What follows belongs to an exercise in optimizing a design on an open flow for small area; a production flow would make more cautious choices. Function was checked by simulation only, so behaviour that the tests miss may differ from the original.

## juniper
==> flow/design.v (excerpt) <==
module fifo_net_top #(
    parameter int FIFO_DEPTH    = 4,
    parameter int VERSION_MAJOR = 4,
    parameter int VERSION_MINOR = 14,
    parameter int DEVICE_ID     = 3
) (
    input  wire                                 clk,
    input  wire                                 rst,
    input  wire                                 i_rx_valid,
    output logic                                o_rx_ready,
    input  wire [63:0]                          i_rx_data,
    output logic                                o_tx_valid,
    input  wire                                 i_tx_ready,
    output logic [fifo_net_pkg::DATA_W-1:0]     o_tx_data,
    output logic [1:0]                          o_tx_tag,
    output logic [fifo_net_pkg::CTX_W-1:0]      o_tx_ctx
);
    localparam int RW = fifo_net_pkg::RESP_W;
    logic          loop_in_valid, loop_in_ready;
    logic          cmd_in_valid,  cmd_in_ready;
    logic [RW-1:0] cmd_in;
    logic          loop_valid, loop_ready;
    logic [FIFO_DEPTH*34-1:0] loop_mem;
    logic [FIFO_DEPTH-1:0] loop_head;
    logic          cmd_valid,  cmd_ready;
    logic [FIFO_DEPTH*RW-1:0] cmd_mem;
    logic [FIFO_DEPTH-1:0] cmd_head;
    rx_dispatch #(
        .VERSION_MAJOR (VERSION_MAJOR),
        .VERSION_MINOR (VERSION_MINOR),
        .DEVICE_ID     (DEVICE_ID)
    ) u_rx_dispatch (
        .clk          (clk),
        .rst          (rst),
        .i_rx_valid   (i_rx_valid),
        .i_rx_data    (i_rx_data),
        .o_rx_ready   (o_rx_ready),
        .o_loop_valid (loop_in_valid),
        .i_loop_ready (loop_in_ready),
        .o_cmd_valid  (cmd_in_valid),
        .o_cmd_data   (cmd_in),
        .i_cmd_ready  (cmd_in_ready)
    );
    chan_fifo #(.W(34), .DEPTH(FIFO_DEPTH)) u_loop_fifo (
        .clk        (clk),
        .rst        (rst),
        .i_wr_valid (loop_in_valid),
        .i_wr_data  ({i_rx_data[11:10], i_rx_data[63:32]}),
        .o_wr_ready (loop_in_ready),
        .o_rd_valid (loop_valid),
        .o_mem      (loop_mem),
        .o_head     (loop_head),
        .i_rd_ready (loop_ready)
    );
    chan_fifo #(.W(RW), .DEPTH(FIFO_DEPTH)) u_cmd_fifo (
        .clk        (clk),
        .rst        (rst),
        .i_wr_valid (cmd_in_valid),
        .i_wr_data  (cmd_in),
        .o_wr_ready (cmd_in_ready),
        .o_rd_valid (cmd_valid),
        .o_mem      (cmd_mem),
  ...
For scale: roughly 1100 cells after synthesis.
==> flow/config.mk <==
export PLATFORM = sky130hd
export DESIGN_NAME = fifo_net_top
export DESIGN_NICKNAME = fifo_net_top
export VERILOG_FILES = /design/flow/design.v
export SDC_FILE = /design/flow/constraint.sdc
export NUM_CORES = 4
export LEC_CHECK = 0
export CAP_MARGIN = 20
export CORE_MARGIN = 2
export CORE_UTILIZATION = 70
export SLEW_MARGIN = 20
==> flow/constraint.sdc <==
create_clock -name core_clock -period 6.0 [get_ports {clk}]
set_input_delay 1.2000 -clock core_clock [delete_from_list [all_inputs] [get_ports {clk}]]
set_output_delay 1.2000 -clock core_clock [all_outputs]
set_load 0.01 [all_outputs]
standard.sh (not shown) runs the stock make flow with config.mk's settings and CLKGATE_MAP_FILE= SYNTH_SCRIPT=/design/flow/synth_recipe.tcl, a recipe that flattens the netlist after the stock synthesis.
==> flow/flow/run.sh <==
#!/bin/bash
# The standard ORFS layout with three changes:
#  - the liberty mapping step of synthesis uses an area-oriented ABC script (flow/area.abc);
#    everything else in synthesis is the standard flow's own script, so the registers are the same
#  - port buffers use the smallest buffer
#  - clock tree synthesis builds larger sink clusters without dummy loads
# Every tool's output goes to logs under orfs/logs; make's own output to standard.log.
set -euo pipefail
here=$(pwd)
{
  cat <<EOF
proc abc {args} {
  set i [lsearch \$args -script]
  if {\$i >= 0} { lset args [expr {\$i + 1}] $here/flow/area.abc }
  yosys abc {*}\$args
}
EOF
  cat synth_recipe.tcl
} > area_synth.tcl
sed "s#SYNTH_SCRIPT=[^ ]*synth_recipe.tcl#SYNTH_SCRIPT=$here/area_synth.tcl#" standard.sh > area_standard.sh
grep -q "SYNTH_SCRIPT=$here/area_synth.tcl" area_standard.sh
export BUFFER_PORTS_ARGS="-buffer_cell sky130_fd_sc_hd__buf_1"
export CTS_ARGS="-sink_clustering_enable -repair_clock_nets -dont_use_dummy_load -sink_clustering_size 24 -sink_clustering_max_diameter 100 -buf_list sky130_fd_sc_hd__clkbuf_16"
bash area_standard.sh > standard.log 2>&1
==> flow/flow/area.abc <==
strash
&get -n
&deepsyn -J 20 -T 100
&put
dc2
dch -f
amap -F 8 -A 20
Looking at the reports, juniper completed the entire flow and the layout it produced met the timing, design-rule and antenna checks.
### juniper -> nickel
diff --git a/flow/flow/run.sh b/flow/flow/run.sh
--- a/flow/flow/run.sh
+++ b/flow/flow/run.sh
@@ -23 +23 @@
-export CTS_ARGS="-sink_clustering_enable -repair_clock_nets -dont_use_dummy_load -sink_clustering_size 24 -sink_clustering_max_diameter 100 -buf_list sky130_fd_sc_hd__clkbuf_16"
+export CTS_ARGS="-sink_clustering_enable -repair_clock_nets -dont_use_dummy_load -sink_clustering_size 30 -sink_clustering_max_diameter 100 -buf_list sky130_fd_sc_hd__clkbuf_16 -root_buf sky130_fd_sc_hd__clkbuf_8"
--- outcome ---
juniper → nickel: share of the cycle needed by the critical path after routing moved down, hold slack rose by 5.6 ps, final period demand of the worst path has decreased.
The following lists how yarrow was set up differently from nickel:
Settings: a change of CORE_UTILIZATION from 70 to 80.
diff --git a/flow/flow/run.sh b/flow/flow/run.sh
--- a/flow/flow/run.sh
+++ b/flow/flow/run.sh
@@ -23 +23 @@
-export CTS_ARGS="-sink_clustering_enable -repair_clock_nets -dont_use_dummy_load -sink_clustering_size 30 -sink_clustering_max_diameter 100 -buf_list sky130_fd_sc_hd__clkbuf_16 -root_buf sky130_fd_sc_hd__clkbuf_8"
+export CTS_ARGS="-sink_clustering_enable -repair_clock_nets -dont_use_dummy_load -sink_clustering_size 30 -sink_clustering_max_diameter 100 -buf_list sky130_fd_sc_hd__clkbuf_16"
Notes after the runs:
Number of detailed-routing iterations run before antenna repair is higher on yarrow
Looking only at worst setup margin, and setting everything else aside, the higher value of nickel and yarrow goes to nickel.
First-iteration DRC count (lower): nickel
For yarrow, the worst setup path category was reg -> reg, unlike nickel, where it was reg -> out.
Per the comparison of yarrow with nickel, post-route cell area flat, post-place setup slack down 150 ps, HPWL after detailed placement up about 1%.

separate check: timing with driven ports:
No port has a modelled driver above. Below, the same layouts with a new extraction and two added sets of constraints.
Step 1, drivers: a clkbuf_16 drives clk and a buf_2 each remaining input, both assumed.
Step 2 adds t to the input delays and takes it off the output delays; t is the mean of the earliest and latest rising clock arrival at the registers after step 1. Input paths then give back, and output paths get back, about the clock's delay inside the block.
a / b / c = ideal ports / drivers / drivers and shift; a / b = the first two.
run	t (ns)	setup slack, ns	worst slew at a driven data input, ns
juniper	0.546	0.699 / 0.651 / 0.434	0.06
nickel	0.603	0.748 / 0.703 / 0.428	0.06
yarrow	0.556	0.324 / 0.324 / 0.187	0.06
After both steps setup and hold are still met in every run listed. For nickel, which loses most, drivers alone change the setup slack by -0.045 ns; drivers and shift together by -0.320 ns.
